This design comes from an exercise in tuning for small area on the open sky130 flow, not from production work.
In this exercise RTL edits were held to simulation tests only and were not proved equivalent to the original.
Power and IR drop assume default switching activity.

## the previous run
// user_logic
module user_logic (
    input  wire  tck,
    input  wire  rst_n_i,
    input  wire  test_logic_reset_i,
    input  wire  ir_is_user_i,
    input  wire  capture_dr_i,
    input  wire  shift_dr_i,
    input  wire  update_dr_i,
    input  wire  tdi_i,
    output logic tdo_o
);
Size: roughly 3900 cells after synthesis, ~2700 flip-flops, about 9 I/O pins, roughly 0.062 sq mm of cells after synthesis.
export LEC_CHECK = 0
export CAP_MARGIN = 30
export CORE_MARGIN = 2
export CORE_UTILIZATION = 70
export CTS_BUF_LIST = sky130_fd_sc_hd__clkbuf_8
export CTS_CLUSTER_DIAMETER = 50
export CTS_CLUSTER_SIZE = 16
export PLACE_DENSITY = 0.8
export SLEW_MARGIN = 20
create_clock -name core_clock -period 10.0 [get_ports {tck}]
standard.sh (not shown) runs the stock make flow with config.mk's settings and CLKGATE_MAP_FILE= SYNTH_SCRIPT=/design/flow/synth_recipe.tcl, a recipe that flattens the netlist after the stock synthesis.
==> flow/flow/run.sh <==
#!/bin/bash
# The standard layout, with one change: the clock tree is built without
# dummy loads (same buffer list and sink clustering as config.mk asks for).
set -euo pipefail
CTS="-sink_clustering_enable -repair_clock_nets -dont_use_dummy_load"
CTS="$CTS -sink_clustering_size 16 -sink_clustering_max_diameter 50"
CTS="$CTS -buf_list sky130_fd_sc_hd__clkbuf_8"
bash standard.sh "CTS_ARGS=$CTS" finish > standard_flow.log 2>&1
In summary, the previous run completed successfully, with a layout that passed the timing, DRC and antenna checks.
diff inputs: the previous run => the current run
# the previous run
export LEC_CHECK = 0
export CAP_MARGIN = 30
export CORE_MARGIN = 2
export CORE_UTILIZATION = 70
export CTS_BUF_LIST = sky130_fd_sc_hd__clkbuf_8
export CTS_CLUSTER_DIAMETER = 50
export CTS_CLUSTER_SIZE = 16
export PLACE_DENSITY = 0.8
export SLEW_MARGIN = 20
create_clock -name core_clock -period 10.0 [get_ports {tck}]
# the current run
export LEC_CHECK = 0
export CAP_MARGIN = 30
export CORE_MARGIN = 2
export CORE_UTILIZATION = 70
export CTS_BUF_LIST = sky130_fd_sc_hd__clkbuf_8
export CTS_CLUSTER_DIAMETER = 50
export CTS_CLUSTER_SIZE = 18
export PLACE_DENSITY = 0.8
export SLEW_MARGIN = 20
create_clock -name core_clock -period 10.0 [get_ports {tck}]
--- a/flow/flow/run.sh
+++ b/flow/flow/run.sh
@@ -4,5 +4,5 @@
 set -euo pipefail
 CTS="-sink_clustering_enable -repair_clock_nets -dont_use_dummy_load"
-CTS="$CTS -sink_clustering_size 16 -sink_clustering_max_diameter 50"
+CTS="$CTS -sink_clustering_size 18 -sink_clustering_max_diameter 50"
 CTS="$CTS -buf_list sky130_fd_sc_hd__clkbuf_8"
 bash standard.sh "CTS_ARGS=$CTS" finish > standard_flow.log 2>&1
==> comparison <==
Comparing the current run and the previous run, the higher relative area change from synthesis to final layout is on the previous run.
Going from the previous run to the current run, routed via count -0.58%; power share of the clock group dropped 0.9 points; max-slew violation total from the final report closely matched the old numbers; fraction of area in clock buffers and inverters shows a reduction of 0.34 points.

* * *

v6:
user_logic, a different RTL version from the one above (not shown whole).
For scale: about 9 I/O pins, about 0.071 mm2 of cells after synthesis.
Settings: LEC_CHECK=0, CAP_MARGIN=30, CORE_MARGIN=2, CORE_UTILIZATION=70, CTS_BUF_LIST=sky130_fd_sc_hd__clkbuf_8, CTS_CLUSTER_DIAMETER=50, CTS_CLUSTER_SIZE=16, GPL_TIMING_DRIVEN=0, PLACE_DENSITY=0.8, SLEW_MARGIN=20; clock period 10.0 ns.
==> flow/flow/run.sh <==
#!/bin/bash
# The standard layout, with one change: the clock tree is built without
# dummy loads (same buffer list and sink clustering as config.mk asks for).
set -euo pipefail
CTS="-sink_clustering_enable -repair_clock_nets -dont_use_dummy_load"
CTS="$CTS -sink_clustering_size 16 -sink_clustering_max_diameter 50"
CTS="$CTS -buf_list sky130_fd_sc_hd__clkbuf_8"
bash standard.sh "CTS_ARGS=$CTS" finish > standard_flow.log 2>&1
Here is what was changed in the inputs of v7 compared with v6.
- GPL_TIMING_DRIVEN: 0 -> unset
==> flow/run.sh (new file) <==
#!/bin/bash
# synth_recipe.tcl (not shown) runs the flow's synth.tcl, then flattens the netlist and writes it again
# the make line also repeats each setting of config.mk as NAME=value (left out here)
make -C /OpenROAD-flow-scripts/flow DESIGN_CONFIG=/design/flow/config.mk WORK_HOME=/design/flow/orfs CLKGATE_MAP_FILE= SYNTH_SCRIPT=/design/flow/synth_recipe.tcl finish
removed: flow/flow/run.sh
removed: flow/standard.sh
Results
On count of non-filler cells in the finished layout: v7 sits below v6.
v7 vs. v6: initial antenna violation count down 13, detailed route wirelength on metal3 shrank by about 30%, met1 layer wirelength in the final routing has decreased.
A slowest cell on the critical path of sky130_fd_sc_hd__fa_4 is what v7 shows, while sky130_fd_sc_hd__o211ai_1 belongs to v6.

* * *

## v37
user_logic, a different RTL version from the one above (not shown whole).
For scale: about 4100 cells after synthesis, about 2700 flip-flops, about 9 I/O pins, roughly 0.064 sq mm of cells after synthesis.
export LEC_CHECK = 0
export CAP_MARGIN = 30
export CORE_MARGIN = 2
export CORE_UTILIZATION = 70
export CTS_BUF_LIST = sky130_fd_sc_hd__clkbuf_8
export CTS_CLUSTER_DIAMETER = 50
export CTS_CLUSTER_SIZE = 16
export PLACE_DENSITY = 0.8
export SLEW_MARGIN = 20
create_clock -name core_clock -period 10.0 [get_ports {tck}]
run.sh (not shown) runs the stock make flow with config.mk's settings and CLKGATE_MAP_FILE= SYNTH_SCRIPT=/design/flow/synth_recipe.tcl, a recipe that flattens the netlist after the stock synthesis.
Stock flow here: none of the scripts above is used.
#### Input delta (v2 over v37)
==> flow/flow/run.sh (new file) <==
#!/bin/bash
# The standard layout, with one change: the clock tree is built without
# dummy loads (same buffer list and sink clustering as config.mk asks for).
set -euo pipefail
CTS="-sink_clustering_enable -repair_clock_nets -dont_use_dummy_load"
CTS="$CTS -sink_clustering_size 16 -sink_clustering_max_diameter 50"
CTS="$CTS -buf_list sky130_fd_sc_hd__clkbuf_8"
bash standard.sh "CTS_ARGS=$CTS" finish > standard_flow.log 2>&1
==> flow/standard.sh (new file) <==
#!/bin/bash
# synth_recipe.tcl (not shown) runs the flow's synth.tcl, then flattens the netlist and writes it again
# the make line also repeats each setting of config.mk as NAME=value (left out here)
make -C /OpenROAD-flow-scripts/flow DESIGN_CONFIG=/design/flow/config.mk WORK_HOME=/design/flow/orfs CLKGATE_MAP_FILE= SYNTH_SCRIPT=/design/flow/synth_recipe.tcl "${@:-finish}"
removed: flow/run.sh
==> run summary <==
On relative contribution of the clock network to total power, the higher figure sits with v37, not v2.
Min sequential share of layout area across v2 and v37: v37
Routed wire length of v2 falls short of that of v37 slightly.
Sequential cell fraction of total power (lower): v37
The synthesis-to-finish area growth reported for v2 is smaller than that of v37 by 0.65 points.
The minimum setup slack in the final design of v2 was superior to that of v37.
Power after layout: v2 lower than v37
Re shortest period the worst path allows: v2 is 0.027 ns down on v37.

* * *

rev 12:
user_logic, a different RTL version from the one above (not shown whole).
Size: roughly 3900 cells after synthesis, about 2700 flip-flops, about 9 I/O pins.
// user_logic
module user_logic (
    input  wire  tck,
    input  wire  rst_n_i,
    input  wire  test_logic_reset_i,
    input  wire  ir_is_user_i,
    input  wire  capture_dr_i,
    input  wire  shift_dr_i,
    input  wire  update_dr_i,
    input  wire  tdi_i,
    output logic tdo_o
);
==> flow/config.mk <==
export PLATFORM = sky130hd
export DESIGN_NAME = user_logic
export DESIGN_NICKNAME = user_logic
export VERILOG_FILES = /design/flow/design.v
export SDC_FILE = /design/flow/constraint.sdc
export NUM_CORES = 4
export LEC_CHECK = 0
export CAP_MARGIN = 30
export CORE_MARGIN = 2
export CORE_UTILIZATION = 80
export CTS_BUF_LIST = sky130_fd_sc_hd__clkbuf_8
export CTS_CLUSTER_DIAMETER = 50
export CTS_CLUSTER_SIZE = 16
export PLACE_DENSITY = 0.88
export SLEW_MARGIN = 20
==> flow/constraint.sdc <==
create_clock -name core_clock -period 10.0 [get_ports {tck}]
set_input_delay 2.0000 -clock core_clock [delete_from_list [all_inputs] [get_ports {tck}]]
set_output_delay 2.0000 -clock core_clock [all_outputs]
set_load 0.01 [all_outputs]
standard.sh (not shown) runs the stock make flow with config.mk's settings and CLKGATE_MAP_FILE= SYNTH_SCRIPT=/design/flow/synth_recipe.tcl, a recipe that flattens the netlist after the stock synthesis.
==> flow/flow/run.sh <==
#!/bin/bash
# The standard layout, with one change: the clock tree is built without
# dummy loads (same buffer list and sink clustering as config.mk asks for).
set -euo pipefail
CTS="-sink_clustering_enable -repair_clock_nets -dont_use_dummy_load"
CTS="$CTS -sink_clustering_size 16 -sink_clustering_max_diameter 50"
CTS="$CTS -buf_list sky130_fd_sc_hd__clkbuf_8"
bash standard.sh "CTS_ARGS=$CTS" finish > standard_flow.log 2>&1
Input changes introduced in rev 13 (baseline for comparison: rev 12):
- PLACE_DENSITY changed from 0.88 to 0.8
- CORE_UTILIZATION changed from 80 to 70
==> comparison <==
The cell count in rev 13 was higher than what rev 12 gave.
Measured against each other, rev 13 and rev 12 differ in routed wire length, the higher figure coming from rev 12.
End point of the critical path = acc_q[12]: rev 13; end point of the critical path = acc_q[15]: rev 12
Summary: smallest hold slack, rev 13 worse than rev 12
Comparing rev 13 and rev 12, the lower die extent in x was measured on rev 12.
Compared with rev 12, rev 13 shows actual slew at the worst max-slew pin higher by 0.032 ns.
Power: rev 13 draws less than rev 12
Re worst setup slack: rev 12 was lower than rev 13.

==> port drivers added, routing unchanged <==
How much do the figures lean on ideal ports? The routed layouts below were timed once more, with nothing changed but the port constraints.
Step 1: set_driving_cell puts a clkbuf_16 on tck and a buf_2 on each other input, an assumption about the parent block.
Step 2, shift: input delay + t, output delay - t, t = (earliest + latest rising clock arrival at the registers) / 2. This alone moves slack from input paths to output paths.
a / b / c = no drivers / after step 1 / after step 2; a / b = the first two.
run | t, ns | slack for setup (ns) | worst register clock-pin slew, ns
the previous run | 0.899 | 3.333 / 3.333 / 3.333 | 0.11 / 0.11
the current run | 0.887 | 3.338 / 3.338 / 3.338 | 0.11 / 0.11
v6 | 1.004 | 0.133 / 0.133 / 0.133 | 0.11 / 0.11
v7 | 1.026 | 1.289 / 1.289 / 1.289 | 0.11 / 0.11
v37 | 0.959 | 3.413 / 3.413 / 3.413 | 0.12 / 0.12
v2 | 0.929 | 3.439 / 3.439 / 3.439 | 0.11 / 0.11
rev 12 | 0.907 | 3.107 / 3.107 / 3.107 | 0.11 / 0.11
rev 13 | 0.901 | 3.519 / 3.519 / 3.519 | 0.10 / 0.10
After both steps setup and hold are still met in every run listed.
